From an optimization exercise on the open Yosys and OpenROAD flow, aimed at small area; shortcuts taken in it are not production practice.
Only simulation tests tie the RTL to the original design; equivalence was not proved.
No activity file was given, so power comes from the tool's default toggle rates.

Setup of the baseline:
==> flow/design.v <==
package router_pkg;
  typedef logic [4-1:0] port_idx_t;
  typedef logic [16-1:0] port_vec_t;
endpackage
module router (
  input  logic                     clk_i,
  input  logic                     rst_n_i,
  input  logic [16-1:0] din_i,
  input  logic [16-1:0] frame_n_i,
  input  logic [16-1:0] valid_n_i,
  output logic [16-1:0] dout_o,
  output logic [16-1:0] frame_n_o,
  output logic [16-1:0] valid_n_o
);
  localparam int P = 16;
  localparam int W = 4;
  localparam logic [2:0] S_IDLE = 3'd0;
  localparam logic [2:0] S_A1   = 3'd1;
  localparam logic [2:0] S_A2   = 3'd2;
  localparam logic [2:0] S_A3   = 3'd3;
  localparam logic [2:0] S_PAY  = 3'd4;
  localparam logic [2:0] S_DISC = 3'd5;
  logic [2:0]   st_q [P];
  logic [P-1:0] b0_q, b1_q, b2_q;    
  logic [P-1:0] v0_q, v1_q;          
  logic [P-1:0] l0_q, l1_q;          
  logic [P-1:0] addr_done;
  logic [W-1:0] addr [P];
  for (genvar i = 0; i < P; i++) begin : g_in
    logic [2:0] st_d;
    logic       is_pay;
    logic       is_addr;
    assign is_pay  = (st_q[i] == S_PAY);
    assign is_addr = (st_q[i] == S_A1) || (st_q[i] == S_A2) || (st_q[i] == S_A3);
    assign addr_done[i] = (st_q[i] == S_A3) && !frame_n_i[i];
    assign addr[i]      = {din_i[i], b0_q[i], b1_q[i], b2_q[i]};
    always_comb begin
      if (frame_n_i[i]) begin
        st_d = is_addr ? S_DISC : S_IDLE;
      end else begin
        case (st_q[i])
          S_IDLE:  st_d = S_A1;
          S_A1:    st_d = S_A2;
          S_A2:    st_d = S_A3;
          S_A3:    st_d = S_PAY;
          S_DISC:  st_d = S_DISC;
          default: st_d = S_PAY;
        endcase
      end
    end
    always_ff @(posedge clk_i) begin
      if (!rst_n_i) begin
        st_q[i] <= S_IDLE;
      end else begin
        st_q[i] <= st_d;
      end
    end
    always_ff @(posedge clk_i) begin
      b0_q[i] <= din_i[i];
      b1_q[i] <= b0_q[i];
      b2_q[i] <= b1_q[i];
      v0_q[i] <= is_pay && !valid_n_i[i];
      v1_q[i] <= v0_q[i];
      l0_q[i] <= is_pay && frame_n_i[i];
      l1_q[i] <= l0_q[i];
    end
  end
  for (genvar d = 0; d < P; d++) begin : g_out
    logic [P-1:0] req;
    logic         busy_q;
    logic [W-1:0] idx_q;
    logic [W-1:0] pick;
    logic         sel_valid;
    logic         sel_bit;
    logic         sel_last;
    logic         frame_low;
    logic         nx_vn_q, nx_q_q;    
    logic         out_vn_q, out_q_q;  
    for (genvar i = 0; i < P; i++) begin : g_req
      assign req[i] = addr_done[i] && (addr[i] == W'(d));
    end
    always_comb begin
      pick = '0;
      for (int i = P - 1; i >= 0; i--) begin
        if (req[i]) begin
          pick = W'(i);
        end
      end
    end
    assign sel_valid = busy_q & v1_q[idx_q];
    assign sel_bit   = b1_q[idx_q];
    assign sel_last  = l1_q[idx_q];
    assign frame_low = busy_q & (sel_valid | ((nx_q_q | ~nx_vn_q) & ~sel_last));
    always_ff @(posedge clk_i) begin
      if (!rst_n_i) begin
        busy_q   <= 1'b0;
        nx_vn_q  <= 1'b1;
        nx_q_q   <= 1'b0;
        out_vn_q <= 1'b1;
        out_q_q  <= 1'b0;
      end else begin
        busy_q   <= busy_q ? ~sel_last : |req;
        nx_vn_q  <= ~sel_valid;
        nx_q_q   <= sel_valid ? sel_bit : frame_low;
        out_vn_q <= nx_vn_q;
        out_q_q  <= nx_q_q;
      end
    end
    always_ff @(posedge clk_i) begin
      if (!busy_q) begin
        idx_q <= pick;
      end
    end
    assign valid_n_o[d] = out_vn_q;
    assign dout_o[d]    = ~out_vn_q & out_q_q;
    assign frame_n_o[d] = out_vn_q & ~out_q_q;
  end
endmodule
Settings: LEC_CHECK=0, CAP_MARGIN=20, CORE_MARGIN=2, CORE_UTILIZATION=40, PLACE_DENSITY=0.6, SLEW_MARGIN=20; clock period 5.0 ns.
run.sh (not shown) runs the stock make flow with config.mk's settings and CLKGATE_MAP_FILE= SYNTH_SCRIPT=/design/flow/synth_recipe.tcl, a recipe that flattens the netlist after the stock synthesis.
The inputs of the candidate differ from those of the baseline as listed below.
-- flow/design.v --
<<< the baseline, line 15
  localparam int P = 16;
  localparam int W = 4;
  localparam logic [2:0] S_IDLE = 3'd0;
  localparam logic [2:0] S_A1   = 3'd1;
  localparam logic [2:0] S_A2   = 3'd2;
  localparam logic [2:0] S_A3   = 3'd3;
  localparam logic [2:0] S_PAY  = 3'd4;
  localparam logic [2:0] S_DISC = 3'd5;
  logic [2:0]   st_q [P];
  logic [P-1:0] b0_q, b1_q, b2_q;    
>>> the candidate, line 15
  localparam int P = 16;
  localparam int W = 4;
  localparam logic [2:0] S_IDLE = 3'b000;
  localparam logic [2:0] S_A1   = 3'b100;
  localparam logic [2:0] S_A2   = 3'b110;
  localparam logic [2:0] S_A3   = 3'b111;
  localparam logic [2:0] S_PAY  = 3'b011;
  localparam logic [2:0] S_DISC = 3'b001;
  logic [2:0]   st_q [P];
  logic [P-1:0] b0_q, b1_q, b2_q;    
<<< the baseline, line 26
  logic [P-1:0] l0_q, l1_q;          
  logic [P-1:0] addr_done;
  logic [W-1:0] addr [P];
  for (genvar i = 0; i < P; i++) begin : g_in
    logic [2:0] st_d;
>>> the candidate, line 26
  logic [P-1:0] l0_q, l1_q;          
  logic [P-1:0] addr_done;
  logic [3:0]   addr_hi [P];        
  logic [3:0]   addr_lo [P];        
  for (genvar i = 0; i < P; i++) begin : g_in
    logic [2:0] st_d;
<<< the baseline, line 34
    assign is_addr = (st_q[i] == S_A1) || (st_q[i] == S_A2) || (st_q[i] == S_A3);
    assign addr_done[i] = (st_q[i] == S_A3) && !frame_n_i[i];
    assign addr[i]      = {din_i[i], b0_q[i], b1_q[i], b2_q[i]};
    always_comb begin
      if (frame_n_i[i]) begin
>>> the candidate, line 35
    assign is_addr = (st_q[i] == S_A1) || (st_q[i] == S_A2) || (st_q[i] == S_A3);
    assign addr_done[i] = (st_q[i] == S_A3) && !frame_n_i[i];
    for (genvar k = 0; k < 4; k++) begin : g_dec
      assign addr_hi[i][k] = addr_done[i] && ({din_i[i], b0_q[i]} == 2'(k));
      assign addr_lo[i][k] = ({b1_q[i], b2_q[i]} == 2'(k));
    end
    always_comb begin
      if (frame_n_i[i]) begin
<<< the baseline, line 71
    logic [W-1:0] idx_q;
    logic [W-1:0] pick;
    logic         sel_valid;
    logic         sel_bit;
>>> the candidate, line 75
    logic [W-1:0] idx_q;
    logic [W-1:0] pick;
    logic         any_req;
    logic         sel_valid;
    logic         sel_bit;
<<< the baseline, line 78
    logic         out_vn_q, out_q_q;  
    for (genvar i = 0; i < P; i++) begin : g_req
      assign req[i] = addr_done[i] && (addr[i] == W'(d));
    end
    always_comb begin
      pick = '0;
      for (int i = P - 1; i >= 0; i--) begin
        if (req[i]) begin
          pick = W'(i);
        end
      end
    end
    assign sel_valid = busy_q & v1_q[idx_q];
    assign sel_bit   = b1_q[idx_q];
>>> the candidate, line 83
    logic         out_vn_q, out_q_q;  
    for (genvar i = 0; i < P; i++) begin : g_req
      assign req[i] = addr_hi[i][d / 4] & addr_lo[i][d % 4];
    end
    logic [7:0] o1;
    logic       p1 [8];
    logic [3:0] o2;
    logic [1:0] p2 [4];
    logic [1:0] o3;
    logic [2:0] p3 [2];
    for (genvar j = 0; j < 8; j++) begin : g_l1
      assign o1[j] = req[2*j] | req[2*j+1];
      assign p1[j] = ~req[2*j];
    end
    for (genvar j = 0; j < 4; j++) begin : g_l2
      assign o2[j] = o1[2*j] | o1[2*j+1];
      assign p2[j] = o1[2*j] ? {1'b0, p1[2*j]} : {1'b1, p1[2*j+1]};
    end
    for (genvar j = 0; j < 2; j++) begin : g_l3
      assign o3[j] = o2[2*j] | o2[2*j+1];
      assign p3[j] = o2[2*j] ? {1'b0, p2[2*j]} : {1'b1, p2[2*j+1]};
    end
    assign any_req = o3[0] | o3[1];
    assign pick    = o3[0] ? {1'b0, p3[0]} : {1'b1, p3[1]};
    assign sel_valid = busy_q & v1_q[idx_q];
    assign sel_bit   = b1_q[idx_q];
<<< the baseline, line 100
        out_q_q  <= 1'b0;
      end else begin
        busy_q   <= busy_q ? ~sel_last : |req;
        nx_vn_q  <= ~sel_valid;
        nx_q_q   <= sel_valid ? sel_bit : frame_low;
>>> the candidate, line 117
        out_q_q  <= 1'b0;
      end else begin
        busy_q   <= busy_q ? ~sel_last : any_req;
        nx_vn_q  <= ~sel_valid;
        nx_q_q   <= sel_valid ? sel_bit : frame_low;
Standard cell area after detailed placement (the candidate over the baseline): decrease, 6.0%. Number of cells produced by synthesis (higher): the baseline. The baseline -> the candidate: area used by multi-input combinational logic decreased by a little under 10%. Delta (the candidate minus the baseline): post-synthesis cell type count increased by 2 relative to the old numbers; synthesized area fell by about 6%. What the candidate reported for total power has to be multiplied by 1.12 to get the figure for the baseline. Pre-CTS worst setup slack: the candidate better than the baseline. Critical path launch point = frame_n_i[12]: the candidate; critical path launch point = frame_n_i[8]: the baseline.

## what the ideal ports hide
The results above use ideal ports. As a check the final layouts listed here were re-extracted and re-timed, cells and wires unchanged.
Step 1, drivers: a clkbuf_16 drives clk_i and a buf_2 each remaining input, both assumed.
Step 2 times the ports against the registers' clock, not the clock port: input delays grow and output delays shrink by t, the midpoint of the rising clock arrivals with the driver on.
a / b / c = ideal / step 1 / step 2; a / b = the first two.
run | t (ns) | setup WS [ns] | worst register clock-pin slew, ns
the baseline | 0.611 | 1.228 / 1.267 / 0.656 | 0.07 / 0.07
the candidate | 0.613 | 1.313 / 1.350 / 0.737 | 0.06 / 0.06
After both steps setup and hold are still met in every run listed. The setup slack of the candidate, which loses most, moves by +0.037 ns with the drivers and by -0.576 ns with both steps.
